What follows belongs to an exercise in optimizing a design on an open flow for small area, a short achievable clock period and few clock cycles per item; a production flow would make more cautious choices. Only simulation tests tie the RTL to the original design; equivalence was not proved. No activity file was given, so power comes from the tool's default toggle rates.

### flow/config.mk
export PLATFORM = sky130hd
export DESIGN_NAME = priority_semaphore_bank_top
export DESIGN_NICKNAME = priority_semaphore_bank_top
export VERILOG_FILES = /design/flow/design.v
export SDC_FILE = /design/flow/constraint.sdc
export NUM_CORES = 4
export LEC_CHECK = 0
export CAP_MARGIN = 20
export CORE_MARGIN = 2
export CORE_UTILIZATION = 40
export CTS_BUF_LIST = sky130_fd_sc_hd__clkbuf_8
export CTS_CLUSTER_DIAMETER = 80
export CTS_CLUSTER_SIZE = 16
export SETUP_SLACK_MARGIN = 2.7
export SLEW_MARGIN = 20
### flow/constraint.sdc
create_clock -name core_clock -period 5.0 [get_ports {aclk}]
set_input_delay 1.0000 -clock core_clock [delete_from_list [all_inputs] [get_ports {aclk}]]
set_output_delay 1.0000 -clock core_clock [all_outputs]
set_load 0.01 [all_outputs]
### flow/design.v
package psb_pkg;
    localparam int NUM_SEM    = 8;
    localparam int MAX_TASKS  = 32;
    localparam int CNT_W      = 16;
    localparam int S_TDATA_W  = 48;
    localparam int M_TDATA_W  = 16;
    localparam int CFG_DATA_W = 64;
    localparam logic [1:0] ST_OK      = 2'd0;
    localparam logic [1:0] ST_BLOCKED = 2'd1;
    localparam logic [1:0] ST_REFUSED = 2'd2;
    localparam logic [1:0] ST_TIMEOUT = 2'd3;
endpackage
module psb_prienc (
    input  logic [31:0] vec,
    output logic [31:0] drop,
    output logic [5:0]  prio,
    output logic        two
);
    logic [31:0] s [6];    
    logic [31:0] above;    
    logic [31:0] top;
    logic [15:0] a1, t1;   
    logic [7:0]  a2, t2;
    logic [3:0]  a3, t3;
    logic [1:0]  a4, t4;
    always_comb begin
        s[0] = vec;
        for (int k = 0; k < 5; k++) begin
            for (int i = 0; i < 32; i++) begin
                if (((i >> k) & 1) == 0) s[k+1][i] = s[k][i] | s[k][((i >> k) + 1) << k];
                else                     s[k+1][i] = s[k][i];
            end
        end
        above = {1'b0, s[5][31:1]};
        drop  = vec & above;
        top   = vec & ~above;
        prio  = '0;
        for (int i = 0; i < 32; i++) begin
            prio = prio | ({6{top[i]}} & 6'(i + 1));
        end
        for (int i = 0; i < 16; i++) begin
            a1[i] = vec[2*i] | vec[2*i+1];
            t1[i] = vec[2*i] & vec[2*i+1];
        end
        for (int i = 0; i < 8; i++) begin
            a2[i] = a1[2*i] | a1[2*i+1];
            t2[i] = t1[2*i] | t1[2*i+1] | (a1[2*i] & a1[2*i+1]);
        end
        for (int i = 0; i < 4; i++) begin
            a3[i] = a2[2*i] | a2[2*i+1];
            t3[i] = t2[2*i] | t2[2*i+1] | (a2[2*i] & a2[2*i+1]);
        end
        for (int i = 0; i < 2; i++) begin
            a4[i] = a3[2*i] | a3[2*i+1];
            t4[i] = t3[2*i] | t3[2*i+1] | (a3[2*i] & a3[2*i+1]);
        end
        two = t4[0] | t4[1] | (a4[0] & a4[1]);
    end
endmodule
module psb_core (
    input  logic        aclk,
    input  logic        aresetn,
    input  logic        cfg_mask,     
    input  logic        cfg_counts,   
    input  logic [63:0] cfg_data,
    input  logic [2:0]  rd_sem,       
    input  logic [7:0]  rd_bank,      
    input  logic        ex_fire,
    input  logic [2:0]  sem,          
    input  logic [4:0]  pidx,
    input  logic        op_wait,      
    input  logic        op_block,     
    input  logic        op_sig,       
    input  logic        op_res,       
    output logic [1:0]  status,
    output logic        rel_valid,
    output logic [5:0]  rel_prio
);
    logic [7:0]  cmask_reg;
    logic [15:0] cnt_reg  [8];
    logic [31:0] mask_reg [8];
    logic [7:0]  any_reg;     
    logic [15:0] c;
    logic [31:0] b;
    logic        z, full, any, cm;
    logic [15:0] rc;
    logic [31:0] rb;
    logic [15:0] pz [5];
    logic [15:0] po [5];
    logic [15:0] lz, lo;
    logic        eq1, eqfe;
    logic [31:0] pbit;
    logic        hit;         
    logic [31:0] drop;
    logic [5:0]  top_prio;
    logic        two;
    logic        dec, inc, blk;
    logic [15:0] cnt_new;
    logic [31:0] mask_new;
    logic        z_new, full_new, any_new;
    logic        keep;
    logic [15:0] cnt_base;
    logic [31:0] mask_wd;
    logic        any_wd;
    logic        rany;
    logic        fwd;
    logic        rcm;
    logic [7:0]  rsel;
    always_ff @(posedge aclk) begin
        if (!aresetn) begin
            cmask_reg <= '0;
        end else if (cfg_mask) begin
            cmask_reg <= cfg_data[7:0];
        end
    end
    always_comb begin
        pz[0] = ~c;
        po[0] = c;
        for (int k = 0; k < 4; k++) begin
            for (int i = 0; i < 16; i++) begin
                if ((i >> k) & 1) begin
                    pz[k+1][i] = pz[k][i] & pz[k][((i >> k) << k) - 1];
                    po[k+1][i] = po[k][i] & po[k][((i >> k) << k) - 1];
                end else begin
                    pz[k+1][i] = pz[k][i];
                    po[k+1][i] = po[k][i];
                end
            end
        end
        lz = {pz[4][14:0], 1'b1};
        lo = {po[4][14:0], 1'b1};
    end
    assign eq1  = c[0] & (c[15:1] == 15'd0);
    assign eqfe = ~c[0] & (c[15:1] == 15'h7FFF);
    always_comb begin
        for (int i = 0; i < 32; i++) pbit[i] = (pidx == 5'(i));
    end
    assign hit = b[pidx];
    psb_prienc u_prienc (
        .vec  (b),
        .drop (drop),
        .prio (top_prio),
        .two  (two)
    );
    assign dec     = op_wait & ~z;
    assign inc     = op_sig & ~any & (cm ? ~full : z);
    assign blk     = op_block & z;
    assign cnt_new = c ^ (({16{dec}} & lz) | ({16{inc}} & lo));
    always_comb begin
        mask_new = b;
        if (op_sig)      mask_new = drop;
        else if (op_res) mask_new = b & ~pbit;
        else if (blk)    mask_new = b | pbit;
    end
    assign z_new    = dec ? eq1 : (z & ~inc);
    assign full_new = inc ? eqfe : (full & ~dec);
    assign any_new  = op_sig ? two :
                      op_res ? (two | (any & ~hit)) :
                      (any | blk);
    always_comb begin
        status = psb_pkg::ST_REFUSED;
        if (op_wait) begin
            if (!z)            status = psb_pkg::ST_OK;
            else if (op_block) status = psb_pkg::ST_BLOCKED;
        end else if (op_sig) begin
            if (any | inc)     status = psb_pkg::ST_OK;
        end else if (op_res) begin
            status = hit ? psb_pkg::ST_TIMEOUT : psb_pkg::ST_OK;
        end
    end
    assign rel_valid = op_sig & any;
    assign rel_prio  = op_sig ? top_prio : 6'd0;
    assign keep     = aresetn & ~cfg_counts;
    assign cnt_base = cnt_new & {16{keep}};
    assign mask_wd  = mask_new & {32{keep}};
    assign any_wd   = any_new & keep;
    for (genvar s = 0; s < 8; s++) begin : g_sem
        logic        we;
        logic [7:0]  bt;
        logic [15:0] cw;
        assign bt = cfg_data[8*s +: 8];
        assign we = ~aresetn | cfg_counts | (ex_fire & (sem == 3'(s)));
        assign cw[15:8] = cnt_base[15:8];
        assign cw[7:0]  = cfg_counts ?
                          {bt[7:1] & {7{cmask_reg[s]}}, cmask_reg[s] ? bt[0] : (bt != 8'd0)} :
                          cnt_base[7:0];
        always_ff @(posedge aclk) begin
            if (we) begin
                cnt_reg[s]  <= cw;
                mask_reg[s] <= mask_wd;
                any_reg[s]  <= any_wd;
            end
        end
    end
    assign fwd  = ex_fire & (rd_sem == sem);
    assign rsel = rd_bank;
    always_comb begin
        rc  = '0;
        rb  = '0;
        rcm = 1'b0;
        rany = 1'b0;
        for (int s = 0; s < 8; s++) begin
            rany = rany | (any_reg[s] & rsel[s]);
            rc  = rc  | (cnt_reg[s]  & {16{rsel[s]}});
            rb  = rb  | (mask_reg[s] & {32{rsel[s]}});
            rcm = rcm | (cmask_reg[s] & rsel[s]);
        end
    end
    always_ff @(posedge aclk) begin
        if (fwd) begin
            c    <= cnt_new;
            b    <= mask_new;
            z    <= z_new;
            full <= full_new;
            any  <= any_new;
        end else begin
            c    <= rc;
            b    <= rb;
            z    <= (rc == 16'd0);
            full <= (rc == 16'hFFFF);
            any  <= rany;
        end
        cm <= rcm;
    end
endmodule
module priority_semaphore_bank_top (
    input  logic         aclk,
    input  logic         aresetn,
    input  logic         s_tvalid,
    output logic         s_tready,
    input  logic [47:0]  s_tdata,
    output logic         m_tvalid,
    input  logic         m_tready,
    output logic [15:0]  m_tdata,
    input  logic         cfg_valid,
    output logic         cfg_ready,
    input  logic [0:0]   cfg_index,
    input  logic [63:0]  cfg_data
);
    typedef struct packed {
        logic [2:0] sem;
        logic [4:0] pidx;
        logic       op_wait;
        logic       op_block;
        logic       op_sig;
        logic       op_res;
    } req_t;
    logic       r_vld, x_vld, o0_vld, o1_vld;
    req_t       r_req, x_req, s_req;
    logic [8:0] o0, o1, rsp;
    logic       s_fire, x_fire, r_move, o_pop;
    logic       r_vld_n, x_vld_n, o0_vld_n, o1_vld_n, r_move_n;
    logic [7:0] bank_n, bank_sel;
    logic [1:0] mode;
    logic [5:0] prio;
    logic       prio_ok, tmo_nz;
    logic [1:0] status;
    logic       rel_valid;
    logic [5:0] rel_prio;
    assign mode    = s_tdata[1:0];
    assign prio    = s_tdata[10:5];
    assign tmo_nz  = |s_tdata[42:11];
    assign prio_ok = (prio != 6'd0) && (prio <= 6'd32);
    assign s_req.sem      = s_tdata[4:2];
    assign s_req.pidx     = prio[4:0] - 5'd1;
    assign s_req.op_wait  = (mode == 2'd0);
    assign s_req.op_block = (mode == 2'd0) && tmo_nz && prio_ok;
    assign s_req.op_sig   = (mode == 2'd1);
    assign s_req.op_res   = (mode == 2'd2) && prio_ok;
    assign cfg_ready = 1'b1;
    assign x_fire   = x_vld && !o1_vld;
    assign r_move   = r_vld && (!x_vld || x_fire);
    assign s_tready = !r_vld || !x_vld || x_fire;
    assign s_fire   = s_tvalid && s_tready;
    assign o_pop    = o0_vld && m_tready;
    always_comb begin
        if (!aresetn) begin
            r_vld_n  = 1'b0;
            x_vld_n  = 1'b0;
            o0_vld_n = 1'b0;
            o1_vld_n = 1'b0;
        end else begin
            r_vld_n = s_fire || (r_vld && !r_move);
            x_vld_n = r_move || (x_vld && !x_fire);
            if (!o0_vld || o_pop) begin
                o0_vld_n = o1_vld || x_fire;
                o1_vld_n = 1'b0;
            end else begin
                o0_vld_n = o0_vld;
                o1_vld_n = o1_vld || x_fire;
            end
        end
        r_move_n = r_vld_n && (!x_vld_n || !o1_vld_n);
        bank_n   = 8'd1 << (r_move_n ? (s_fire ? s_req.sem : r_req.sem) :
                                       (r_move ? r_req.sem : x_req.sem));
    end
    always_ff @(posedge aclk) begin
        r_vld    <= r_vld_n;
        x_vld    <= x_vld_n;
        o0_vld   <= o0_vld_n;
        o1_vld   <= o1_vld_n;
        bank_sel <= bank_n;
    end
    assign rsp = {rel_prio, rel_valid, status};
    always_ff @(posedge aclk) begin
        if (s_fire) r_req <= s_req;
        if (r_move) x_req <= r_req;
        if (!o0_vld || o_pop) begin
            o0 <= o1_vld ? o1 : rsp;
        end else if (!o1_vld) begin
            o1 <= rsp;
        end
    end
    psb_core u_core (
        .aclk       (aclk),
        .aresetn    (aresetn),
        .cfg_mask   (cfg_valid && (cfg_index == 1'b0)),
        .cfg_counts (cfg_valid && (cfg_index == 1'b1)),
        .cfg_data   (cfg_data),
        .rd_sem     (r_req.sem),
        .rd_bank    (bank_sel),
        .ex_fire    (x_fire),
        .sem        (x_req.sem),
        .pidx       (x_req.pidx),
        .op_wait    (x_req.op_wait),
        .op_block   (x_req.op_block),
        .op_sig     (x_req.op_sig),
        .op_res     (x_req.op_res),
        .status     (status),
        .rel_valid  (rel_valid),
        .rel_prio   (rel_prio)
    );
    assign m_tvalid = o0_vld;
    assign m_tdata  = {7'd0, o0};
endmodule
### flow/flow/run.sh
#!/bin/bash
# Own layout flow: the standard ORFS flow (standard.sh: the unchanged
# synthesis script and registers, the design's clock and constraints), with
# two settings added on the make command line:
#  - the slow OR3 / OR4 cells are marked don't-use, on top of the platform's
#    own list, so synthesis and repair build wide ORs from faster gates;
#  - the port buffers that buffer_ports inserts on every input and output are
#    sky130_fd_sc_hd__buf_2.
# make's output goes to standard.log in the work folder; ORFS writes each
# step's tool log under orfs/logs/.
set -euo pipefail
cd "$(dirname "$0")/.."

PLATFORM_DONT_USE="$(sed -n '/^export DONT_USE_CELLS += /,/^#/p' "$FLOW_HOME/platforms/sky130hd/config.mk" \
  | sed -e 's/export DONT_USE_CELLS += //' -e 's/\\//g' -e 's/^#.*//' | tr -s ' \n' ' ')"

EXTRA=""
for c in or3_1 or3_2 or3_4 or3b_1 or3b_2 or3b_4 \
         or4_1 or4_2 or4_4 or4b_1 or4b_2 or4b_4 or4bb_1 or4bb_2 or4bb_4; do
  EXTRA="$EXTRA sky130_fd_sc_hd__$c"
done

echo "DONT_USE_CELLS=$PLATFORM_DONT_USE $EXTRA" > dont_use.txt
bash standard.sh "DONT_USE_CELLS=$PLATFORM_DONT_USE $EXTRA" \
  "BUFFER_PORTS_ARGS=-buffer_cell sky130_fd_sc_hd__buf_2" finish > standard.log 2>&1
### flow/standard.sh
#!/bin/bash
# synth_recipe.tcl (not shown) runs the flow's synth.tcl, then flattens the netlist and writes it again
# the make line also repeats each setting of config.mk as NAME=value (left out here)
make -C /OpenROAD-flow-scripts/flow DESIGN_CONFIG=/design/flow/config.mk WORK_HOME=/design/flow/orfs CLKGATE_MAP_FILE= SYNTH_SCRIPT=/design/flow/synth_recipe.tcl "${@:-finish}"
==> notes.md, run 1 <==
STA
--------------------------------------------------------------------------------------------------
Post-route setup TNS ................................................................         0 ps
Achievable clock frequency ..........................................................      414 MHz
Min Clock Period, post-route ........................................................      2410 ps
Worst Clk Skew ......................................................................      32.0 ps
# setup viols final .................................................................            0
Relative slew slack .................................................................        29.8%
Crit share post-route ...............................................................        48.3%
RSZ-0062 raised after global routing ................................................          yes
Final number of max-transition violations ...........................................            0
Final count of hold timing violations ...............................................            0
Worst slew pin tran .................................................................      1050 ps

CRITICAL PATH
--------------------------------------------------------------------------------------------------
Slowest cell delay on critical path .................................................       360 ps
Cell with the largest stage delay on the worst path ................................. sky130_fd_sc_hd__dfxtp_2
Crit-path leading delay family ......................................................   flip-flops
Critical Path RT ....................................................................      4000 ps
Bufs and invs on worst path .........................................................            3
Startpoint of the lowest-slack register-to-register path ............................ u_core.b[31]
Arrival time at the worst endpoint ..................................................      1410 ps
Element type at the critical path end ...............................................   output pin
Type of the worst setup path ........................................................ flop to output pin
Setup crit start kind ...............................................................         flop
Flop-to-flop setup slack ............................................................      2640 ps
Destination of the worst register-to-register timing path ........................... u_core.mask_reg[5][4]
Worst Path Max Fanout ...............................................................            4
Worst Reg2Reg Path Length in Cells ..................................................            7
Worst-path cell chain ............................................................... buf_12 > and3_4 > inv_2 > buf_6

LOGIC SYNTHESIS
--------------------------------------------------------------------------------------------------
Most frequently used flop master after synthesis .................................... sky130_fd_sc_hd__edfxtp_1
Syn Area/Cell .......................................................................   13.2 sq um
EDFF count, synth ...................................................................          434
Yosys reg bits ......................................................................          506
Number of unique standard cell types used by synthesis ..............................           77
Asr flop ratio synth ................................................................           0%
Instance count of the mapped netlist ................................................         1622
Area of the mapped netlist ..........................................................  21400 sq um
Sequential element share of the synthesized area ....................................        67.6%
Yosys warning total .................................................................            8

CLOCK TREE
--------------------------------------------------------------------------------------------------
Number of clock sinks ...............................................................          506
Clock insertion delay at the later pin of the skew report ...........................       650 ps
Clock tree from TritonCTS ...........................................................         done
Clock root buffer ................................................................... sky130_fd_sc_hd__clkbuf_8
Clock transition time at the flip-flop clock pins of the worst setup and hold paths .       110 ps
# H-tree levels .....................................................................            2
Number of buffers inserted by hold repair at cts ....................................            0
Inserted Clock Buffers ..............................................................           38
Largest buffer count on any clock path ..............................................            3

GRT
--------------------------------------------------------------------------------------------------
Via count of the first global-routing pass ..........................................        14700
Pin count of the biggest net entering global routing ................................           86
First-pass GRT wire length ..........................................................      90.7 mm
GRT Util Overall ....................................................................        21.3%
Total congestion overflow ...........................................................            0
Initial antenna violation count .....................................................            0

ROUTING
--------------------------------------------------------------------------------------------------
Number of remaining DRC errors ......................................................            0
Vias after detailed routing .........................................................        15100
Iteration-0 DRC Markers .............................................................         1590
Number of nets with antenna violations after routing ................................            0
Post-detailed-route via-to-cell ratio ...............................................         6.07
DR WL/cell .......................................................................... 24.7 microns
Post-detailed-routing wire length ...................................................      61.4 mm
First-pass DRT Iterations ...........................................................            6

FINAL LAYOUT
--------------------------------------------------------------------------------------------------
Final antenna diode count ...........................................................            0
Sequential cell area ................................................................  14500 sq um
Most common cell after layout, fill and taps aside .................................. sky130_fd_sc_hd__edfxtp_1
Multi-input combinational cell area .................................................   7060 sq um
Area of all placed cells without fillers ............................................  24700 sq um
Max FFs per register ................................................................          256
Commonest cells after routing, fill and taps aside .................................. sky130_fd_sc_hd__edfxtp_1, sky130_fd_sc_hd__a22oi_1, sky130_fd_sc_hd__buf_2
Area added between synthesis and finish .............................................        15.6%
NumNets Final .......................................................................         1886
Fillers .............................................................................         4694
Share of final-layout standard cells stronger than drive strength 1 .................        24.6%

POWER
--------------------------------------------------------------------------------------------------
Internal Dissipation ................................................................      6880 uW
Fraction of power consumed by sequential logic ......................................        58.5%
Switching Fraction ..................................................................        30.6%
Clock power share ...................................................................        21.4%
Net Switching .......................................................................      3040 uW
Power density cells .................................................................  401 nW/um^2
Combinational group share of total power ............................................        20.1%
Leakage .............................................................................   0.00909 uW
Final Total Pwr .....................................................................      9920 uW
Worst supply voltage drop on vdd ....................................................     0.247 mV

DIE
--------------------------------------------------------------------------------------------------
Total number of placement rows ......................................................           84
Die Ht ..............................................................................  235 microns
I/O pins ............................................................................          137
Total die area ......................................................................  55400 sq um
Area of the core ....................................................................  52800 sq um
Effective utilization at floorplan ..................................................        40.6%
Width of the chip ...................................................................  235 microns

MIN PATH
--------------------------------------------------------------------------------------------------
Tightest Hold Check Type ............................................................ flop to flop
Number of instances on the worst hold path ..........................................            0
Destination of the worst hold path ..................................................     x_req[7]
Worst Min Path Start ................................................................     r_req[7]

PLACED DESIGN
--------------------------------------------------------------------------------------------------
Gpl congestion ......................................................................        0.946
Instance area after placement .......................................................  22800 sq um
HPWL after detailed placement .......................................................      36.9 mm
Total of buffers placed on input and output ports ...................................          123

RUN
--------------------------------------------------------------------------------------------------
Max-cap violations ..................................................................            0

RUN STATUS
--------------------------------------------------------------------------------------------------
Status ..............................................................................  no timing/DRC/antenna violations

## synthesized netlist by cell type, drive strengths merged (3+ instances only)
cell type	count	area (sq um)
edfxtp	434	13000
a22oi	209	1570
nor2	123	462
a21oi	106	531
clkbuf	84	315
dfxtp	72	1440
nand4	60	375
a21o	58	435
o21ai	44	220
nand2	43	161
nor4	40	299
buf	34	174
nor3	32	160
nor2b	24	150
mux2	23	263
inv	20	75.1
and2	18	113
o31ai	17	138
nand3	16	92.6
xor2	16	140
a221oi	14	123
and3	13	81.3
mux2i	12	120
nand2b	11	68.8
o22ai	8	50.1
a31oi	7	43.8
xnor2	7	61.3
a221o	6	60.1
a211oi	5	42.5
a41oi	5	43.8
o41ai	5	51.3
nor3b	4	30.0
nor4b	4	41.3
a211o	3	26.3
and4	3	28.8
nand4b	3	26.3
## repair_timing
| action | 4_1_cts | 5_1_grt |
|---|---|---|
| resized for setup | 108 | 82 |
| pin swaps | 20 | 14 |
| setup buffers | 44 | 22 |
| setup endpoints to repair | 719 | 441 |
| cloned | 2 | 0 |
## power groups by stage
stage                     Combinational, uW  Clock (uW)  Sequential, uW
after floorplan                        1280           0            5580
final                                  1990        2120            5800
after global placement                 1640           0            5850
after global routing                   2170        2330            5850
after detailed placement               1670           0            5860
after CTS                              1860        2170            5770
## logic make-up (layout without fill, tap and decap cells)
family | after synthesis | in the layout | share of synthesized area (%)
muxes | 37 | 37 | 2.00
adders and majority gates | 2 | 2 | 0.105
xor gates and xnor gates | 23 | 23 | 0.941
DFF | 506 | 506 | 67.6
and+or+nand+nor | 399 | 399 | 9.94
other | 2 | 8 | 0.0351
buffers and inverters | 138 | 305 | 2.64
AOI/OAI and AO/OA | 515 | 516 | 16.8
## cell type report
type | count | share of cell area, %
Clock inverter | 31 | 0.683
Tap cell | 688 | 3.48
Multi-Input combinational cell | 985 | 28.5
Inverter | 20 | 0.319
Timing Repair Buffer | 216 | 6.11
Clock buffer | 38 | 2.11
Sequential cell | 506 | 58.8
## layer usage
layer	part of all wire, %	track usage (%)
met5	0	0
met4	2.8	6.33
met3	6.3	2.74
met2	49	36.4
met1	42	28.4
## per-stage QoR
step | utilization [%] | hold slack, ps | std cells | worst slack, ps
final | 46.9 | 428 | 2484 | 2590
after global routing | 46.9 | 427 | 2484 | 2530
after CTS | 45.9 | 431 | 2462 | 2530
after detailed placement | 43.2 | 407 | 2347 | 1830
after global placement | 43.1 | 406 | 2346 | 1830
after floorplan | - | 400 | 1628 | 2570
## how the worst max path moves through the flow
| stage | start | to | slack (ps) | cells past startpoint |
|---|---|---|---|---|
| 4_1_cts | o1_vld | s_tready | 2530 | 4 |
| 3_3_place_gp | cfg_index[0] | u_core.mask_reg[7][29] | 1830 | 5 |
| 3_5_place_dp | cfg_valid | u_core.mask_reg[1][29] | 1830 | 5 |
| 2_1_floorplan | x_vld | u_core.any_reg[0] | 2570 | 3 |
| 6_report | o1_vld | s_tready | 2590 | 4 |
| 5_1_grt | o1_vld | s_tready | 2530 | 4 |
Testbench counts, summed over its fixed seeds: cycles 19,296, items 19,200.
==> run 2, diff against run 1 <==
--- a/flow/design.v
+++ b/flow/design.v
@@ -66,8 +66,10 @@
     input  logic [2:0]  rd_sem,       
     input  logic [7:0]  rd_bank,      
     input  logic        ex_fire,
+    input  logic [7:0]  ex_we,        
     input  logic [2:0]  sem,          
-    input  logic [4:0]  pidx,
+    input  logic [3:0]  plo,          
+    input  logic [7:0]  phi,          
     input  logic        op_wait,      
     input  logic        op_block,     
     input  logic        op_sig,       
@@ -133,9 +135,9 @@
     assign eq1  = c[0] & (c[15:1] == 15'd0);
     assign eqfe = ~c[0] & (c[15:1] == 15'h7FFF);
     always_comb begin
-        for (int i = 0; i < 32; i++) pbit[i] = (pidx == 5'(i));
+        for (int i = 0; i < 32; i++) pbit[i] = plo[i % 4] & phi[i / 4];
     end
-    assign hit = b[pidx];
+    assign hit = |(b & pbit);
     psb_prienc u_prienc (
         .vec  (b),
         .drop (drop),
@@ -179,7 +181,7 @@
         logic [7:0]  bt;
         logic [15:0] cw;
         assign bt = cfg_data[8*s +: 8];
-        assign we = ~aresetn | cfg_counts | (ex_fire & (sem == 3'(s)));
+        assign we = ~aresetn | cfg_counts | ex_we[s];
         assign cw[15:8] = cnt_base[15:8];
         assign cw[7:0]  = cfg_counts ?
                           {bt[7:1] & {7{cmask_reg[s]}}, cmask_reg[s] ? bt[0] : (bt != 8'd0)} :
@@ -251,6 +253,10 @@
     logic       s_fire, x_fire, r_move, o_pop;
     logic       r_vld_n, x_vld_n, o0_vld_n, o1_vld_n, r_move_n;
     logic [7:0] bank_n, bank_sel;
+    logic       take;
+    logic [7:0] ex_we;            
+    logic [3:0] x_plo;            
+    logic [7:0] x_phi;
     logic [1:0] mode;
     logic [5:0] prio;
     logic       prio_ok, tmo_nz;
@@ -270,8 +276,8 @@
     assign cfg_ready = 1'b1;
     assign x_fire   = x_vld && !o1_vld;
     assign r_move   = r_vld && (!x_vld || x_fire);
-    assign s_tready = !r_vld || !x_vld || x_fire;
-    assign s_fire   = s_tvalid && s_tready;
+    assign s_tready = take;
+    assign s_fire   = s_tvalid && take;
     assign o_pop    = o0_vld && m_tready;
     always_comb begin
         if (!aresetn) begin
@@ -300,11 +306,18 @@
         o0_vld   <= o0_vld_n;
         o1_vld   <= o1_vld_n;
         bank_sel <= bank_n;
+        take     <= !r_vld_n || !x_vld_n || !o1_vld_n;
+        ex_we    <= (x_vld_n && !o1_vld_n) ?
+                    (8'd1 << (r_move ? r_req.sem : x_req.sem)) : 8'd0;
     end
     assign rsp = {rel_prio, rel_valid, status};
     always_ff @(posedge aclk) begin
         if (s_fire) r_req <= s_req;
-        if (r_move) x_req <= r_req;
+        if (r_move) begin
+            x_req <= r_req;
+            x_plo <= 4'd1 << r_req.pidx[1:0];
+            x_phi <= 8'd1 << r_req.pidx[4:2];
+        end
         if (!o0_vld || o_pop) begin
             o0 <= o1_vld ? o1 : rsp;
         end else if (!o1_vld) begin
@@ -320,8 +333,10 @@
         .rd_sem     (r_req.sem),
         .rd_bank    (bank_sel),
         .ex_fire    (x_fire),
+        .ex_we      (ex_we),
         .sem        (x_req.sem),
-        .pidx       (x_req.pidx),
+        .plo        (x_plo),
+        .phi        (x_phi),
         .op_wait    (x_req.op_wait),
         .op_block   (x_req.op_block),
         .op_sig     (x_req.op_sig),
--- a/flow/config.mk
+++ b/flow/config.mk
@@ -11,5 +11,5 @@
 export CTS_BUF_LIST = sky130_fd_sc_hd__clkbuf_8
 export CTS_CLUSTER_DIAMETER = 80
 export CTS_CLUSTER_SIZE = 16
-export SETUP_SLACK_MARGIN = 2.7
+export SETUP_SLACK_MARGIN = 2.9
 export SLEW_MARGIN = 20
==> notes.md, run 2 <==
RUN STATUS
--------------------------------------------------------------------------------------------------
Status ..............................................................................  no timing/DRC/antenna violations   unchanged

ROUTING
--------------------------------------------------------------------------------------------------
Post-detailed-route via-to-cell ratio ...............................................         6.12   was 6.07
First-pass DRT Iterations ...........................................................            5   was 6
Number of remaining DRC errors ......................................................            0   unchanged
Iteration-0 DRC Markers .............................................................         1549   was 1590
Number of nets with antenna violations after routing ................................            0   unchanged
Vias after detailed routing .........................................................        15500   was 15100
DR WL/cell .......................................................................... 26.7 microns   was 24.7 microns
Post-detailed-routing wire length ...................................................      67.8 mm   was 61.4 mm

CRITICAL PATH
--------------------------------------------------------------------------------------------------
Worst-path cell chain ............................................................... buf_6 > nand2b_4 > a2111o_1 > buf_4 > nor2_4 > a31oi_1 > xor2_1 > nor2_1   was buf_12 > and3_4 > inv_2 > buf_6
Type of the worst setup path ........................................................ flop to flop   was flop to output pin
Bufs and invs on worst path .........................................................            2   was 3
Arrival time at the worst endpoint ..................................................      2730 ps   was 1410 ps
Setup crit start kind ...............................................................         flop   unchanged
Worst setup path startpoint .........................................................     x_req[1]   was o1_vld
Slowest cell delay on critical path .................................................       440 ps   was 360 ps
Element type at the critical path end ...............................................         flop   was output pin
Critical Path RT ....................................................................      5410 ps   was 4000 ps
Startpoint of the lowest-slack register-to-register path ............................     x_req[1]   was u_core.b[31]
Worst Path Max Fanout ...............................................................            8   was 4
Cell with the largest stage delay on the worst path ................................. sky130_fd_sc_hd__a2111o_1   was sky130_fd_sc_hd__dfxtp_2
Crit-path leading delay family ...................................................... simple AND/OR/NAND/NOR gates   was flip-flops

FINAL LAYOUT
--------------------------------------------------------------------------------------------------
Max FFs per register ................................................................          256   unchanged
Area of all placed cells without fillers ............................................  25400 sq um   was 24700 sq um
NumNets Final .......................................................................         1932   was 1886
Commonest cells after routing, fill and taps aside .................................. sky130_fd_sc_hd__edfxtp_1, sky130_fd_sc_hd__a22oi_1, sky130_fd_sc_hd__buf_2   unchanged
Share of final-layout standard cells stronger than drive strength 1 .................        25.1%   was 24.6%
Area added between synthesis and finish .............................................        17.0%   was 15.6%
Final antenna diode count ...........................................................            0   unchanged
Post-route non-filler standard cell count ...........................................         2539   was 2484
Most common cell after layout, fill and taps aside .................................. sky130_fd_sc_hd__edfxtp_1   unchanged

DIE
--------------------------------------------------------------------------------------------------
Area of the core ....................................................................  53700 sq um   was 52800 sq um
I/O pins ............................................................................          137   unchanged
Effective utilization at floorplan ..................................................        40.4%   was 40.6%
Width of the chip ...................................................................  237 microns   was 235 microns
Total number of placement rows ......................................................           85   was 84
Die Ht ..............................................................................  237 microns   was 235 microns
Total die area ......................................................................  56100 sq um   was 55400 sq um

LOGIC SYNTHESIS
--------------------------------------------------------------------------------------------------
Top-area cell type share of the netlist area ........................................        61.1%   was 60.9%
Number of unique standard cell types used by synthesis ..............................           76   was 77
List of most frequent post-synthesis cells .......................................... sky130_fd_sc_hd__edfxtp_1, sky130_fd_sc_hd__a22oi_1, sky130_fd_sc_hd__nor2_1   unchanged
Most instantiated library cell after synthesis ...................................... sky130_fd_sc_hd__edfxtp_1   unchanged
Syn Area/Cell .......................................................................   13.2 sq um   about the same
Yosys warning total .................................................................            8   unchanged
EDFF count, synth ...................................................................          441   was 434
Dominant cell type by area after synthesis .......................................... sky130_fd_sc_hd__edfxtp_1   unchanged
Yosys reg bits ......................................................................          522   was 506
Most frequently used flop master after synthesis .................................... sky130_fd_sc_hd__edfxtp_1   unchanged
Instance count of the mapped netlist ................................................         1641   was 1622
Largest cells by area after synthesis ............................................... sky130_fd_sc_hd__edfxtp_1, sky130_fd_sc_hd__a22oi_1, sky130_fd_sc_hd__dfxtp_1   unchanged
Area of the mapped netlist ..........................................................  21700 sq um   was 21400 sq um
Sequential element share of the synthesized area ....................................        68.6%   was 67.6%
Asr flop ratio synth ................................................................           0%   unchanged

STA
--------------------------------------------------------------------------------------------------
Post-route setup TNS ................................................................         0 ps   unchanged
Worst Clk Skew ......................................................................      51.6 ps   was 32.0 ps
RSZ-0062 raised after global routing ................................................          yes   unchanged
Min Clock Period, post-route ........................................................      2320 ps   was 2410 ps
Worst slew pin tran .................................................................       892 ps   was 1050 ps
Crit share post-route ...............................................................        46.4%   was 48.3%
Relative slew slack .................................................................        40.4%   was 29.8%
Achievable clock frequency ..........................................................      431 MHz   was 414 MHz
Final number of max-transition violations ...........................................            0   unchanged
# setup viols final .................................................................            0   unchanged
Hold_ws .............................................................................       438 ps   was 428 ps
Final count of hold timing violations ...............................................            0   unchanged

PLACED DESIGN
--------------------------------------------------------------------------------------------------
Instance area after placement .......................................................  22900 sq um   was 22800 sq um
Gpl congestion ......................................................................        0.963   was 0.946
Total of buffers placed on input and output ports ...................................          123   unchanged
HPWL after detailed placement .......................................................      35.5 mm   was 36.9 mm
Dpl cells ...........................................................................         2357   was 2347

GRT
--------------------------------------------------------------------------------------------------
Pin count of the biggest net entering global routing ................................           95   was 86
First-pass GRT wire length ..........................................................      98.2 mm   was 90.7 mm
GRT Util Overall ....................................................................        23.5%   was 21.3%
Initial antenna violation count .....................................................            0   unchanged
Via count of the first global-routing pass ..........................................        15300   was 14700
Total congestion overflow ...........................................................            0   unchanged

POWER
--------------------------------------------------------------------------------------------------
Worst supply voltage drop on vdd ....................................................     0.256 mV   was 0.247 mV
Leakage .............................................................................   0.00938 uW   was 0.00909 uW
Power density cells .................................................................  387 nW/um^2   was 401 nW/um^2

CLOCK TREE
--------------------------------------------------------------------------------------------------
Clock root buffer ................................................................... sky130_fd_sc_hd__clkbuf_8   unchanged
Largest buffer count on any clock path ..............................................            3   unchanged
# H-tree levels .....................................................................            2   unchanged
Number of clock sinks ...............................................................          522   was 506
Clock insertion delay at the later pin of the skew report ...........................       660 ps   was 650 ps
Inserted Clock Buffers ..............................................................           40   was 38
Number of buffers inserted by hold repair at cts ....................................            0   unchanged
Clock tree from TritonCTS ...........................................................         done   unchanged
Clock transition time at the flip-flop clock pins of the worst setup and hold paths .       110 ps   about the same

MIN PATH
--------------------------------------------------------------------------------------------------
Worst Min Path Start ................................................................     r_req[3]   was r_req[7]
Tightest Hold Check Type ............................................................ flop to flop   unchanged

RUN
--------------------------------------------------------------------------------------------------
Max-cap violations ..................................................................            0   unchanged

run 2: per-stage QoR:
stage	util (%)	power (uW)	setup slack (ps)
2_1_floorplan	-	6660	2610
3_3_place_gp	42.6	7190	1870
3_5_place_dp	42.6	7210	1870
4_1_cts	46.0	9690	2600
5_1_grt	47.2	10200	2630
6_report	47.2	9820	2680
run 2: repair_timing:
| item | in CTS | in global routing |
|---|---|---|
| cloned | 8 | 7 |
| pin swaps | 32 | 31 |
| gates resized for setup | 136 | 75 |
| endpoints found under the setup margin | 866 | 799 |
| setup buffers | 54 | 41 |
run 2: cells by family (layout without fill, tap and decap cells):
| logic type | after synthesis | after routing | share of synthesized area (%) |
|---|---|---|---|
| adders and majority gates | 1 | 1 | 0.0577 |
| and+or+nand+nor | 435 | 450 | 10.7 |
| muxes | 30 | 30 | 1.47 |
| other | 2 | 8 | 0.0347 |
| DFF | 522 | 522 | 68.6 |
| buffers and inverters | 146 | 327 | 2.80 |
| AOI/OAI and AO/OA | 482 | 482 | 15.5 |
| xor gates and xnor gates | 23 | 23 | 0.929 |
run 2: layer usage:
metal / vias up / global-route usage [%] / routed length [microns]
met4: 0 / 9.40 / 2690
met1: 7855 / 32.1 / 28600
met3: 149 / 3.23 / 4920
met5: - / 0 / 0
li1: 6806 / - / -
met2: 723 / 37.9 / 31600
run 2: final timing paths:
| kind | slack [ps] | cells after the start | end |
|---|---|---|---|
| worst max-delay path | 2680 | 8 | u_core.cnt_reg[0][11] |
| worst min-delay path | 440 | 0 | x_req[3] |
| worst max register to register | 2680 | 8 | u_core.cnt_reg[0][11] |
| worst min register to register | 440 | 0 | x_req[3] |
run 2: final cells by class:
class	instances	area, sq um
Sequential cell	522	15000
Timing Repair Buffer	231	1650
Clock inverter	31	180
Clock buffer	41	564
Inverter	24	90.1
Fill cell	4667	28300
Multi-Input combinational cell	994	7050
Tap cell	696	871
run 2: power by group:
group          switching (uW)  total, uW  leakage, uW  internal, uW
combinational            1040       1730      0.00357           688
sequential                448       5820      0.00535          5380
clock                    1430       2270     0.000461           841
total                    2920       9820      0.00938          6910
Testbench counts of run 2, summed over its fixed seeds: cycles 19,296, items 19,200.
==> run 3, diff against run 2 <==
--- a/flow/config.mk
+++ b/flow/config.mk
@@ -11,5 +11,5 @@
 export CTS_BUF_LIST = sky130_fd_sc_hd__clkbuf_8
 export CTS_CLUSTER_DIAMETER = 80
 export CTS_CLUSTER_SIZE = 16
-export SETUP_SLACK_MARGIN = 2.9
+export SETUP_SLACK_MARGIN = 2.6
 export SLEW_MARGIN = 20
==> notes.md, run 3 <==
DIE
--------------------------------------------------------------------------------------------------
Width of the chip ...................................................................  237 microns   unchanged
I/O pins ............................................................................          137   unchanged
Area of the core ....................................................................  53700 sq um   unchanged
Effective utilization at floorplan ..................................................        40.4%   unchanged
Die Ht ..............................................................................  237 microns   unchanged
Total number of placement rows ......................................................           85   unchanged
Total die area ......................................................................  56100 sq um   unchanged

FINAL LAYOUT
--------------------------------------------------------------------------------------------------
Share of final-layout standard cells stronger than drive strength 1 .................        20.2%   was 25.1%
Most common cell after layout, fill and taps aside .................................. sky130_fd_sc_hd__edfxtp_1   unchanged
Commonest cells after routing, fill and taps aside .................................. sky130_fd_sc_hd__edfxtp_1, sky130_fd_sc_hd__a22oi_1, sky130_fd_sc_hd__buf_2   unchanged
Area of all placed cells without fillers ............................................  24500 sq um   was 25400 sq um
Max FFs per register ................................................................          256   unchanged
Final core occ ......................................................................        45.6%   was 47.2%
Final antenna diode count ...........................................................            0   unchanged
NumNets Final .......................................................................         1893   was 1932
Area added between synthesis and finish .............................................        13.1%   was 17.0%

GRT
--------------------------------------------------------------------------------------------------
First-pass GRT wire length ..........................................................      93.1 mm   was 98.2 mm
Pin count of the biggest net entering global routing ................................           95   unchanged
Initial antenna violation count .....................................................            1   was 0
Via count of the first global-routing pass ..........................................        14900   was 15300
Total congestion overflow ...........................................................            0   unchanged
GRT Util Overall ....................................................................        22.0%   was 23.5%

LOGIC SYNTHESIS
--------------------------------------------------------------------------------------------------
Asr flop ratio synth ................................................................           0%   unchanged
EDFF count, synth ...................................................................          441   unchanged
Syn Area/Cell .......................................................................   13.2 sq um   unchanged
Most instantiated library cell after synthesis ...................................... sky130_fd_sc_hd__edfxtp_1   unchanged
Area of the mapped netlist ..........................................................  21700 sq um   unchanged
Sequential element share of the synthesized area ....................................        68.6%   unchanged
Largest cells by area after synthesis ............................................... sky130_fd_sc_hd__edfxtp_1, sky130_fd_sc_hd__a22oi_1, sky130_fd_sc_hd__dfxtp_1   unchanged
Top-area cell type share of the netlist area ........................................        61.1%   unchanged
Dominant cell type by area after synthesis .......................................... sky130_fd_sc_hd__edfxtp_1   unchanged
Yosys warning total .................................................................            8   unchanged
Number of unique standard cell types used by synthesis ..............................           76   unchanged
Most frequently used flop master after synthesis .................................... sky130_fd_sc_hd__edfxtp_1   unchanged
Yosys reg bits ......................................................................          522   unchanged
List of most frequent post-synthesis cells .......................................... sky130_fd_sc_hd__edfxtp_1, sky130_fd_sc_hd__a22oi_1, sky130_fd_sc_hd__nor2_1   unchanged
Instance count of the mapped netlist ................................................         1641   unchanged

ROUTING
--------------------------------------------------------------------------------------------------
Number of remaining DRC errors ......................................................            0   unchanged
Number of nets with antenna violations after routing ................................            0   unchanged
Post-detailed-routing wire length ...................................................      63.1 mm   was 67.8 mm
Vias after detailed routing .........................................................        15000   was 15500
DR WL/cell .......................................................................... 25.3 microns   was 26.7 microns
Iteration-0 DRC Markers .............................................................         1795   was 1549
Post-detailed-route via-to-cell ratio ...............................................         6.01   was 6.12
First-pass DRT Iterations ...........................................................            7   was 5

STA
--------------------------------------------------------------------------------------------------
Crit share post-route ...............................................................        50.5%   was 46.4%
Final count of hold timing violations ...............................................            0   unchanged
Worst Setup Slack, final ............................................................      2480 ps   was 2680 ps
Min Clock Period, post-route ........................................................      2520 ps   was 2320 ps
Achievable clock frequency ..........................................................      396 MHz   was 431 MHz
Post-route setup TNS ................................................................         0 ps   unchanged
RSZ-0062 raised after global routing ................................................          yes   unchanged
Worst slew pin tran .................................................................       981 ps   was 892 ps
# setup viols final .................................................................            0   unchanged
Worst Clk Skew ......................................................................      33.3 ps   was 51.6 ps
Final number of max-transition violations ...........................................            0   unchanged
Relative slew slack .................................................................        34.6%   was 40.4%

CLOCK TREE
--------------------------------------------------------------------------------------------------
Largest buffer count on any clock path ..............................................            3   unchanged
Clock tree from TritonCTS ...........................................................         done   unchanged
Clock insertion delay at the later pin of the skew report ...........................       650 ps   was 660 ps
Inserted Clock Buffers ..............................................................           38   was 40
Number of buffers inserted by hold repair at cts ....................................            0   unchanged
# H-tree levels .....................................................................            2   unchanged
Number of clock sinks ...............................................................          522   unchanged
Clock transition time at the flip-flop clock pins of the worst setup and hold paths .       110 ps   about the same
Clock root buffer ................................................................... sky130_fd_sc_hd__clkbuf_8   unchanged

PLACED DESIGN
--------------------------------------------------------------------------------------------------
Instance area after placement .......................................................  23000 sq um   was 22900 sq um
Post-Place Worst Slack ..............................................................      1580 ps   was 1870 ps
HPWL after detailed placement .......................................................      37.8 mm   was 35.5 mm
Gpl congestion ......................................................................        0.981   was 0.963
Total of buffers placed on input and output ports ...................................          123   unchanged

CRITICAL PATH
--------------------------------------------------------------------------------------------------
Critical Path RT ....................................................................      5380 ps   was 5410 ps
Setup crit start kind ...............................................................         flop   unchanged
Worst Path Max Fanout ...............................................................            4   was 8
Element type at the critical path end ...............................................         flop   unchanged
Arrival time at the worst endpoint ..................................................      2900 ps   was 2730 ps
Type of the worst setup path ........................................................ flop to flop   unchanged

RUN STATUS
--------------------------------------------------------------------------------------------------
Status ..............................................................................  no timing/DRC/antenna violations   unchanged

MIN PATH
--------------------------------------------------------------------------------------------------
Tightest Hold Check Type ............................................................ flop to flop   unchanged

POWER
--------------------------------------------------------------------------------------------------
Final Total Pwr .....................................................................      9500 uW   was 9820 uW
Worst supply voltage drop on vdd ....................................................     0.186 mV   was 0.256 mV
Leakage .............................................................................   0.00902 uW   was 0.00938 uW
Power density cells .................................................................  387 nW/um^2   about the same

RUN
--------------------------------------------------------------------------------------------------
Max-cap violations ..................................................................            0   unchanged

[run 3: cell counts after synthesis]
Identical to the previous run, type by type.
[run 3: what timing repair did]
action | in CTS | in global routing
buffers inserted | 32 | 24
gates cloned | 3 | 0
endpoints found under the setup margin | 672 | 661
pin swaps | 8 | 15
gates resized for setup | 61 | 50
[run 3: layer usage]
layer | share of wire [%] | track usage [%]
met5 | 0 | 0
met4 | 2.6 | 6.52
met3 | 5.9 | 2.73
met2 | 48 | 37.1
met1 | 43 | 29.9
[run 3: path summary, 6_finish.rpt]
check / from / end / slack [ps] / depth (start not counted)
setup / recovery: x_phi[6] / o0[1] / 2480 / 7
hold / removal: r_req[2] / x_req[2] / 430 / 0
setup reg to reg: x_phi[6] / o0[1] / 2480 / 7
hold reg to reg: r_req[2] / x_req[2] / 430 / 0
[run 3: cells by family after synthesis]
group	Yosys count	synth area share (%)
simple gates	435	10.7
other cells	2	0.0347
fa+ha+maj	1	0.0577
xor+xnor	23	0.929
mux	30	1.47
compound gates	482	15.5
flops	522	68.6
buf+inv	146	2.80
[run 3: report_power, final]
| part | leakage, uW | internal, uW | switching, uW |
|---|---|---|---|
| Combinational | 0.00326 | 614 | 963 |
| Sequential | 0.00534 | 5360 | 452 |
| Clock | 0.000426 | 727 | 1380 |
[run 3: cell type report]
type / instances / area, sq um
Clock buffer: 38 / 523
Clock inverter: 31 / 134
Fill cell: 4837 / 29200
Inverter: 24 / 95.1
Multi-Input combinational cell: 982 / 6630
Sequential cell: 522 / 14900
Tap cell: 696 / 871
Timing Repair Buffer: 206 / 1360
[run 3: critical path, stage by stage (launching register included)]
cell and delay (ps):
sky130_fd_sc_hd__edfxtp_1 530, sky130_fd_sc_hd__a222oi_1 430, sky130_fd_sc_hd__nand2_1 90, sky130_fd_sc_hd__a222oi_1 410, sky130_fd_sc_hd__nor3b_4 310, sky130_fd_sc_hd__buf_4 150, sky130_fd_sc_hd__a2111oi_2 60, sky130_fd_sc_hd__a211o_1 290
[run 3: through the flow]
| stage | std cells | hold WS [ps] |
|---|---|---|
| after floorplan | 1647 | 400 |
| after detailed placement | 2371 | 407 |
| after global routing | 2499 | 437 |
| after CTS | 2475 | 432 |
| final | 2499 | 434 |
| after global placement | 2371 | 409 |
==> run 4, diff against run 3 <==
--- a/flow/config.mk
+++ b/flow/config.mk
@@ -11,5 +11,5 @@
 export CTS_BUF_LIST = sky130_fd_sc_hd__clkbuf_8
 export CTS_CLUSTER_DIAMETER = 80
 export CTS_CLUSTER_SIZE = 16
-export SETUP_SLACK_MARGIN = 2.6
+export SETUP_SLACK_MARGIN = 2.7
 export SLEW_MARGIN = 20
==> notes.md, run 4 <==
FINAL LAYOUT
--------------------------------------------------------------------------------------------------
Area added between synthesis and finish .............................................        13.3%   was 13.1%
Final antenna diode count ...........................................................            0   unchanged
Commonest cells after routing, fill and taps aside .................................. sky130_fd_sc_hd__edfxtp_1, sky130_fd_sc_hd__a22oi_1, sky130_fd_sc_hd__buf_2   unchanged
Share of final-layout standard cells stronger than drive strength 1 .................        21.2%   was 20.2%
Most common cell after layout, fill and taps aside .................................. sky130_fd_sc_hd__edfxtp_1   unchanged
NumNets Final .......................................................................         1886   was 1893
Max FFs per register ................................................................          256   unchanged
Fillers .............................................................................         4826   was 4837

LOGIC SYNTHESIS
--------------------------------------------------------------------------------------------------
Asr flop ratio synth ................................................................           0%   unchanged
EDFF count, synth ...................................................................          441   unchanged
Sequential element share of the synthesized area ....................................        68.6%   unchanged
Most instantiated library cell after synthesis ...................................... sky130_fd_sc_hd__edfxtp_1   unchanged
Syn Area/Cell .......................................................................   13.2 sq um   unchanged
Most frequently used flop master after synthesis .................................... sky130_fd_sc_hd__edfxtp_1   unchanged
Yosys reg bits ......................................................................          522   unchanged
Top-area cell type share of the netlist area ........................................        61.1%   unchanged
Number of unique standard cell types used by synthesis ..............................           76   unchanged
Dominant cell type by area after synthesis .......................................... sky130_fd_sc_hd__edfxtp_1   unchanged
Largest cells by area after synthesis ............................................... sky130_fd_sc_hd__edfxtp_1, sky130_fd_sc_hd__a22oi_1, sky130_fd_sc_hd__dfxtp_1   unchanged
Area of the mapped netlist ..........................................................  21700 sq um   unchanged
Instance count of the mapped netlist ................................................         1641   unchanged
List of most frequent post-synthesis cells .......................................... sky130_fd_sc_hd__edfxtp_1, sky130_fd_sc_hd__a22oi_1, sky130_fd_sc_hd__nor2_1   unchanged
Yosys warning total .................................................................            8   unchanged

CRITICAL PATH
--------------------------------------------------------------------------------------------------
Worst Path Max Fanout ...............................................................           12   was 4
Setup crit start kind ...............................................................         flop   unchanged
Worst Reg2Reg Path Length in Cells ..................................................            7   unchanged
Arrival time at the worst endpoint ..................................................      2770 ps   was 2900 ps
Critical Path RT ....................................................................      5450 ps   was 5380 ps
Startpoint of the lowest-slack register-to-register path ............................ u_core.b[31]   was x_phi[6]
Flop-to-flop setup slack ............................................................      2670 ps   was 2480 ps
Element type at the critical path end ...............................................         flop   unchanged
Type of the worst setup path ........................................................ flop to flop   unchanged
Destination of the worst register-to-register timing path ...........................        o0[4]   was o0[1]

STA
--------------------------------------------------------------------------------------------------
Crit share post-route ...............................................................        46.6%   was 50.5%
Worst slew pin tran .................................................................       870 ps   was 981 ps
Hold_ws .............................................................................       441 ps   was 434 ps
Worst Clk Skew ......................................................................      29.6 ps   was 33.3 ps
Relative slew slack .................................................................        41.9%   was 34.6%
Final count of hold timing violations ...............................................            0   unchanged
RSZ-0062 raised after global routing ................................................          yes   unchanged
Min Clock Period, post-route ........................................................      2330 ps   was 2520 ps
Achievable clock frequency ..........................................................      430 MHz   was 396 MHz
Final number of max-transition violations ...........................................            0   unchanged
# setup viols final .................................................................            0   unchanged
Post-route setup TNS ................................................................         0 ps   unchanged

GRT
--------------------------------------------------------------------------------------------------
GRT Util Overall ....................................................................        22.6%   was 22.0%
Pin count of the biggest net entering global routing ................................           95   unchanged
Busiest layer in global routing .....................................................         met2   unchanged
GR met2 Demand/Resource .............................................................        37.7%   was 37.1%
Global-route met3 utilization .......................................................        3.24%   was 2.73%
GR met1 Demand/Resource .............................................................        29.9%   about the same
First-pass GRT wire length ..........................................................      95.0 mm   was 93.1 mm
Initial antenna violation count .....................................................            0   was 1
Via count of the first global-routing pass ..........................................        15100   was 14900
Total congestion overflow ...........................................................            0   unchanged

CLOCK TREE
--------------------------------------------------------------------------------------------------
Largest buffer count on any clock path ..............................................            3   unchanged
# H-tree levels .....................................................................            2   unchanged
Clock transition time at the flip-flop clock pins of the worst setup and hold paths .       100 ps   was 110 ps
Clock tree from TritonCTS ...........................................................         done   unchanged
Inserted Clock Buffers ..............................................................           39   was 38
Clock root buffer ................................................................... sky130_fd_sc_hd__clkbuf_8   unchanged
Number of clock sinks ...............................................................          522   unchanged
Number of buffers inserted by hold repair at cts ....................................            0   unchanged
Clock insertion delay at the later pin of the skew report ...........................       640 ps   was 650 ps

RUN
--------------------------------------------------------------------------------------------------
Max-cap violations ..................................................................            0   unchanged

ROUTING
--------------------------------------------------------------------------------------------------
DR WL/cell .......................................................................... 26.0 microns   was 25.3 microns
Number of remaining DRC errors ......................................................            0   unchanged
Post-detailed-routing wire length ...................................................      64.8 mm   was 63.1 mm
First-pass DRT Iterations ...........................................................            5   was 7
Vias after detailed routing .........................................................        15100   was 15000
Iteration-0 DRC Markers .............................................................         1475   was 1795
Number of nets with antenna violations after routing ................................            0   unchanged
Post-detailed-route via-to-cell ratio ...............................................         6.07   was 6.01

MIN PATH
--------------------------------------------------------------------------------------------------
Tightest Hold Check Type ............................................................ flop to flop   unchanged
Destination of the worst hold path ..................................................     x_req[3]   was x_req[2]
Number of instances on the worst hold path ..........................................            0   unchanged
Worst Min Path Start ................................................................     r_req[3]   was r_req[2]

PLACED DESIGN
--------------------------------------------------------------------------------------------------
HPWL after detailed placement .......................................................      36.4 mm   was 37.8 mm
Gpl congestion ......................................................................        0.980   was 0.981
Total of buffers placed on input and output ports ...................................          123   unchanged

DIE
--------------------------------------------------------------------------------------------------
Die Ht ..............................................................................  237 microns   unchanged
Width of the chip ...................................................................  237 microns   unchanged
Total number of placement rows ......................................................           85   unchanged
I/O pins ............................................................................          137   unchanged
Area of the core ....................................................................  53700 sq um   unchanged
Effective utilization at floorplan ..................................................        40.4%   unchanged
Total die area ......................................................................  56100 sq um   unchanged

POWER
--------------------------------------------------------------------------------------------------
Leakage .............................................................................   0.00902 uW   about the same
Worst supply voltage drop on vdd ....................................................     0.171 mV   was 0.186 mV
Power density cells .................................................................  387 nW/um^2   about the same

RUN STATUS
--------------------------------------------------------------------------------------------------
Status ..............................................................................  no timing/DRC/antenna violations   unchanged

## run 4: final cells by class
type	count	area, sq um	area share (%)
inverters	24	91.3	0.372
flip-flops and latches	522	14900	60.7
well taps	696	871	3.55
clock inverters	29	129	0.525
repair buffers	192	1210	4.93
multi-input cells	988	6810	27.7
clock buffers	39	537	2.19
## run 4: metal layers
layer  part of all wire [%]  up-vias
li1                       -     6695
met1                     41     7621
met2                     48      681
met3                    7.0      128
met4                    3.6        0
met5                      0        -
## run 4: how the worst max path moves through the flow
| stage | start | to | slack (ps) | depth (start not counted) |
|---|---|---|---|---|
| global route | x_phi[1] | u_core.any_reg[4] | 2580 | 7 |
| floorplan | m_tready | bank_sel[2] | 2610 | 6 |
| detailed placement | cfg_index[0] | u_core.any_reg[7] | 1600 | 5 |
| global placement | cfg_index[0] | u_core.mask_reg[6][8] | 1620 | 4 |
| finish | u_core.b[31] | o0[4] | 2670 | 7 |
| CTS | x_req[1] | u_core.mask_reg[3][18] | 2570 | 6 |
## run 4: logic make-up after synthesis
kind of cell / Yosys count / share of synthesized area, %
XOR/XNOR: 23 / 0.929
AND/OR/NAND/NOR: 435 / 10.7
buffers and inverters: 146 / 2.80
multiplexers: 30 / 1.47
adder cells (fa/ha/maj): 1 / 0.0577
flip-flops: 522 / 68.6
AO/OA/AOI/OAI: 482 / 15.5
other: 2 / 0.0347
## run 4: timing repair
item	4_1_cts	5_1_grt
hold endpoints to repair	0	0
setup buffers	28	21
pin swaps	18	18
resized for setup	68	82
cloned	9	1
endpoints found under the setup margin	827	301
## run 4: report_power, final
part           leakage (uW)  internal (uW)  switching (uW)
logic               0.00325            603             965
registers           0.00534           5370             451
clock network      0.000424            745            1380
total               0.00902           6720            2790
## run 4: stage by stage
step	area (sq um)	power, uW	util (%)	cells	worst slack (ps)
floorplan	21700	6660	-	1647	2610
global placement	22900	7180	42.6	2363	1620
detailed placement	22900	7210	42.6	2363	1600
CTS	24100	9430	44.8	2468	2570
global route	24600	9870	45.7	2490	2580
finish	24600	9510	45.7	2490	2670
## run 4: critical path: stages (launching register included)
cell and delay (ps):
sky130_fd_sc_hd__dfxtp_2 440, sky130_fd_sc_hd__nor4_4 400, sky130_fd_sc_hd__nand4_4 180, sky130_fd_sc_hd__buf_12 190, sky130_fd_sc_hd__nor4b_4 260, sky130_fd_sc_hd__o21ai_1 190
sky130_fd_sc_hd__and3_1 260, sky130_fd_sc_hd__o31ai_2 220
==> run 5, diff against run 4 <==
--- a/flow/config.mk
+++ b/flow/config.mk
@@ -5,6 +5,7 @@
 export SDC_FILE = /design/flow/constraint.sdc
 export NUM_CORES = 4
 export LEC_CHECK = 0
+export ABC_AREA = 1
 export CAP_MARGIN = 20
 export CORE_MARGIN = 2
 export CORE_UTILIZATION = 40
==> notes.md, run 5 <==
RUN STATUS
--------------------------------------------------------------------------------------------------
Status ..............................................................................  no timing/DRC/antenna violations   unchanged

LOGIC SYNTHESIS
--------------------------------------------------------------------------------------------------
List of most frequent post-synthesis cells .......................................... sky130_fd_sc_hd__nand2_1, sky130_fd_sc_hd__edfxtp_1, sky130_fd_sc_hd__nor2_1   was sky130_fd_sc_hd__edfxtp_1, sky130_fd_sc_hd__a22oi_1, sky130_fd_sc_hd__nor2_1
Most instantiated library cell after synthesis ...................................... sky130_fd_sc_hd__nand2_1   was sky130_fd_sc_hd__edfxtp_1
Area fraction in compound gates after synthesis .....................................        8.51%   was 15.5%
Instance count of the mapped netlist ................................................         2207   was 1641
Most frequently used flop master after synthesis .................................... sky130_fd_sc_hd__edfxtp_1   unchanged
Xor and xnor area share after synthesis .............................................       0.384%   was 0.929%
Adder-cell area share of the yosys netlist ..........................................      0.0549%   was 0.0577%
Largest cells by area after synthesis ............................................... sky130_fd_sc_hd__edfxtp_1, sky130_fd_sc_hd__nand2_1, sky130_fd_sc_hd__dfxtp_1   was sky130_fd_sc_hd__edfxtp_1, sky130_fd_sc_hd__a22oi_1, sky130_fd_sc_hd__dfxtp_1
Yosys reg bits ......................................................................          522   unchanged
Area of the mapped netlist ..........................................................  22800 sq um   was 21700 sq um
Syn Area/Cell .......................................................................   10.3 sq um   was 13.2 sq um
Sequential element share of the synthesized area ....................................        65.2%   was 68.6%
Number of unique standard cell types used by synthesis ..............................           56   was 76
EDFF count, synth ...................................................................          441   unchanged
Asr flop ratio synth ................................................................           0%   unchanged
Top-area cell type share of the netlist area ........................................        58.1%   was 61.1%
Combinational family with the most area after synthesis ............................. simple AND/OR/NAND/NOR gates   was compound AO/OA/AOI/OAI gates
Yosys warning total .................................................................            8   unchanged
Dominant cell type by area after synthesis .......................................... sky130_fd_sc_hd__edfxtp_1   unchanged
Share of synthesized cell area in and, or, nand and nor gates .......................        20.8%   was 10.7%
Share of synthesized area spent on multiplexers .....................................       0.132%   was 1.47%

DIE
--------------------------------------------------------------------------------------------------
Width of the chip ...................................................................  243 microns   was 237 microns
Total die area ......................................................................  58900 sq um   was 56100 sq um
I/O pins ............................................................................          137   unchanged
Total number of placement rows ......................................................           87   was 85
Die Ht ..............................................................................  243 microns   was 237 microns
Effective utilization at floorplan ..................................................        40.4%   about the same
Area of the core ....................................................................  56400 sq um   was 53700 sq um

CLOCK TREE
--------------------------------------------------------------------------------------------------
Number of clock sinks ...............................................................          522   unchanged
Clock transition time at the flip-flop clock pins of the worst setup and hold paths .       100 ps   about the same
Clock tree from TritonCTS ...........................................................         done   unchanged
Inserted Clock Buffers ..............................................................           40   was 39
# H-tree levels .....................................................................            2   unchanged
Clock insertion delay at the later pin of the skew report ...........................       660 ps   was 640 ps
Largest buffer count on any clock path ..............................................            3   unchanged
Clock root buffer ................................................................... sky130_fd_sc_hd__clkbuf_8   unchanged
Number of buffers inserted by hold repair at cts ....................................            0   unchanged

FINAL LAYOUT
--------------------------------------------------------------------------------------------------
Area added between synthesis and finish .............................................        11.0%   was 13.3%
NumNets Final .......................................................................         2463   was 1886
Max FFs per register ................................................................          256   unchanged
Post-route non-filler standard cell count ...........................................         3132   was 2490
Share of final-layout standard cells stronger than drive strength 1 .................        13.3%   was 21.2%
Commonest cells after routing, fill and taps aside .................................. sky130_fd_sc_hd__nand2_1, sky130_fd_sc_hd__edfxtp_1, sky130_fd_sc_hd__inv_1   was sky130_fd_sc_hd__edfxtp_1, sky130_fd_sc_hd__a22oi_1, sky130_fd_sc_hd__buf_2
Fillers .............................................................................         5400   was 4826
Most common cell after layout, fill and taps aside .................................. sky130_fd_sc_hd__nand2_1   was sky130_fd_sc_hd__edfxtp_1

STA
--------------------------------------------------------------------------------------------------
Crit share post-route ...............................................................        46.0%   was 46.6%
Relative slew slack .................................................................        43.1%   was 41.9%
Final count of hold timing violations ...............................................            0   unchanged
RSZ-0062 raised after global routing ................................................          yes   unchanged
# setup viols final .................................................................            0   unchanged
Final number of max-transition violations ...........................................            0   unchanged
Min Clock Period, post-route ........................................................      2300 ps   was 2330 ps
Worst Setup Slack, final ............................................................      2700 ps   was 2670 ps
Achievable clock frequency ..........................................................      435 MHz   was 430 MHz
Post-route setup TNS ................................................................         0 ps   unchanged
Worst slew pin tran .................................................................       853 ps   was 870 ps
Worst Clk Skew ......................................................................      32.5 ps   was 29.6 ps

CRITICAL PATH
--------------------------------------------------------------------------------------------------
Flop-to-flop setup slack ............................................................      2730 ps   was 2670 ps
Destination of the worst register-to-register timing path ........................... u_core.mask_reg[1][27]   was o0[4]
Type of the worst setup path ........................................................ input port to flop   was flop to flop
Element type at the critical path end ...............................................         flop   unchanged
Worst Reg2Reg Path Length in Cells ..................................................            7   unchanged
Startpoint of the lowest-slack register-to-register path ............................     x_req[2]   was u_core.b[31]
Critical Path RT ....................................................................      5340 ps   was 5450 ps
Setup crit start kind ...............................................................   input port   was flop
Arrival time at the worst endpoint ..................................................      2640 ps   was 2770 ps
Worst Path Max Fanout ...............................................................           29   was 12
Worst setup path startpoint .........................................................      aresetn   was u_core.b[31]

MIN PATH
--------------------------------------------------------------------------------------------------
Destination of the worst hold path ..................................................     x_req[0]   was x_req[3]
Tightest Hold Check Type ............................................................ flop to flop   unchanged
Number of instances on the worst hold path ..........................................            0   unchanged
Worst Min Path Start ................................................................     r_req[0]   was r_req[3]

GRT
--------------------------------------------------------------------------------------------------
GRT Util Overall ....................................................................        21.4%   was 22.6%
Pin count of the biggest net entering global routing ................................           55   was 95
First-pass GRT wire length ..........................................................      96.2 mm   was 95.0 mm
Initial antenna violation count .....................................................            1   was 0
Via count of the first global-routing pass ..........................................        15900   was 15100
Total congestion overflow ...........................................................            0   unchanged

ROUTING
--------------------------------------------------------------------------------------------------
First-pass DRT Iterations ...........................................................            6   was 5
Number of remaining DRC errors ......................................................            0   unchanged
Post-detailed-route via-to-cell ratio ...............................................         5.33   was 6.07
Number of nets with antenna violations after routing ................................            0   unchanged
DR WL/cell .......................................................................... 20.4 microns   was 26.0 microns
Iteration-0 DRC Markers .............................................................         1726   was 1475
Post-detailed-routing wire length ...................................................      64.0 mm   was 64.8 mm
Vias after detailed routing .........................................................        16700   was 15100

PLACED DESIGN
--------------------------------------------------------------------------------------------------
Total of buffers placed on input and output ports ...................................          123   unchanged
Post-Place Worst Slack ..............................................................      1690 ps   was 1600 ps
Gpl congestion ......................................................................        0.921   was 0.980
Dpl cells ...........................................................................         3029   was 2363
HPWL after detailed placement .......................................................      40.7 mm   was 36.4 mm

POWER
--------------------------------------------------------------------------------------------------
Power density cells .................................................................  379 nW/um^2   was 387 nW/um^2
Switching Fraction ..................................................................        30.3%   was 29.4%
Final Total Pwr .....................................................................      9600 uW   was 9510 uW
Clock power share ...................................................................        23.0%   was 22.3%
Combinational group share of total power ............................................        17.5%   was 16.5%
Worst supply voltage drop on vdd ....................................................     0.215 mV   was 0.171 mV
Leakage .............................................................................    0.0103 uW   was 0.00902 uW
Net Switching .......................................................................      2910 uW   was 2790 uW
Fraction of power consumed by sequential logic ......................................        59.5%   was 61.2%
Internal Dissipation ................................................................      6690 uW   was 6720 uW

RUN
--------------------------------------------------------------------------------------------------
Max-cap violations ..................................................................            0   unchanged

[run 5: cells by family (layout without fill, tap and decap cells)]
logic type,after synthesis,in the layout
compound gates,309,309
xor+xnor,10,10
fa+ha+maj,1,1
buf+inv,262,419
flops,522,522
mux,3,3
other cells,2,9
simple gates,1098,1103
[run 5: how the worst max path moves through the flow]
| stage | endpoint | slack, ps | cells past startpoint |
|---|---|---|---|
| after floorplan | u_core.any_reg[0] | 2640 | 7 |
| after global placement | u_core.mask_reg[1][7] | 1730 | 6 |
| after detailed placement | u_core.mask_reg[1][7] | 1690 | 6 |
| after CTS | u_core.mask_reg[5][27] | 2670 | 6 |
| after global routing | u_core.cnt_reg[3][15] | 2580 | 10 |
| final | u_core.cnt_reg[5][12] | 2700 | 6 |
[run 5: cell type report]
type / instances / area, sq um / area share [%]
Antenna cell: 1 / 2.50 / 0.00988
Clock buffer: 41 / 564 / 2.23
Clock inverter: 32 / 158 / 0.623
Inverter: 175 / 683 / 2.70
Multi-Input combinational cell: 1434 / 7000 / 27.7
Sequential cell: 522 / 14900 / 58.8
Tap cell: 756 / 946 / 3.74
Timing Repair Buffer: 171 / 1070 / 4.23
[run 5: timing repair]
action | 4_1_cts | 5_1_grt
gates cloned | 4 | 1
pin swaps | 6 | 3
setup endpoints to repair | 641 | 413
buffers inserted | 9 | 15
resized for setup | 23 | 12
[run 5: metal layers]
metal  part of all wire [%]  routed length, microns  global-route usage, %
met1                     45                   28800                   30.2
met2                     47                   29800                   35.0
met5                      0                       0                      0
met3                    6.3                    4030                   2.71
met4                    2.1                    1340                   5.94
[run 5: power by group through the flow]
stage	combinational, uW	clock (uW)	sequential [uW]
2_1_floorplan	1110	0	5670
3_3_place_gp	1580	0	5800
3_5_place_dp	1600	0	5810
4_1_cts	1650	2270	5710
5_1_grt	1880	2400	5770
6_report	1670	2210	5710
[run 5: per-stage QoR]
stage          area (sq um)  utilization, %  hold slack (ps)
3_3_place_gp          24200            43.0              407
3_5_place_dp          24200            43.0              415
6_report              25300            44.9              435
5_1_grt               25300            44.9              448
2_1_floorplan         22900               -              400
4_1_cts               25200            44.6              439
[run 5: critical path: stages]
cell	delay [ps]
sky130_fd_sc_hd__buf_2	160
sky130_fd_sc_hd__inv_2	210
sky130_fd_sc_hd__nor2_4	130
sky130_fd_sc_hd__inv_6	250
sky130_fd_sc_hd__or2_4	520
sky130_fd_sc_hd__buf_12	310

-- what the ideal ports hide --
No port has a modelled driver above. Below, the same layouts with a new extraction and two added sets of constraints. Step 1 (the two cells are an assumption about what drives the block):
set clk [get_ports {aclk}]
set_driving_cell -lib_cell sky130_fd_sc_hd__clkbuf_16 $clk
set_driving_cell -lib_cell sky130_fd_sc_hd__buf_2 [delete_from_list [all_inputs] $clk]
Step 2 moves the port delays by t, midway between the first and last clock arrival at a register: inputs arrive t later, outputs are due t later. That takes back most of the time a late clock gives input paths. a / b / c = ideal ports / drivers / drivers and shift; a / b = the first two.
| run | shift t [ns] | setup slack, ns | slew at the worst register clock pin (ns) | pins driven straight from the clock port |
|---|---|---|---|---|
| run 1 | 0.689 | 2.585 / 2.530 / 2.067 | 0.11 / 0.11 | 1 |
| run 2 | 0.692 | 2.679 / 2.679 / 2.068 | 0.11 / 0.11 | 1 |
| run 3 | 0.687 | 2.477 / 2.477 / 2.027 | 0.11 / 0.11 | 1 |
| run 4 | 0.679 | 2.672 / 2.672 / 2.186 | 0.11 / 0.11 | 1 |
| run 5 | 0.694 | 2.700 / 2.732 / 2.038 | 0.11 / 0.11 | 1 |
After both steps setup and hold are still met in every run listed. For run 5, which loses most, drivers alone change the setup slack by +0.032 ns; drivers and shift together by -0.662 ns.
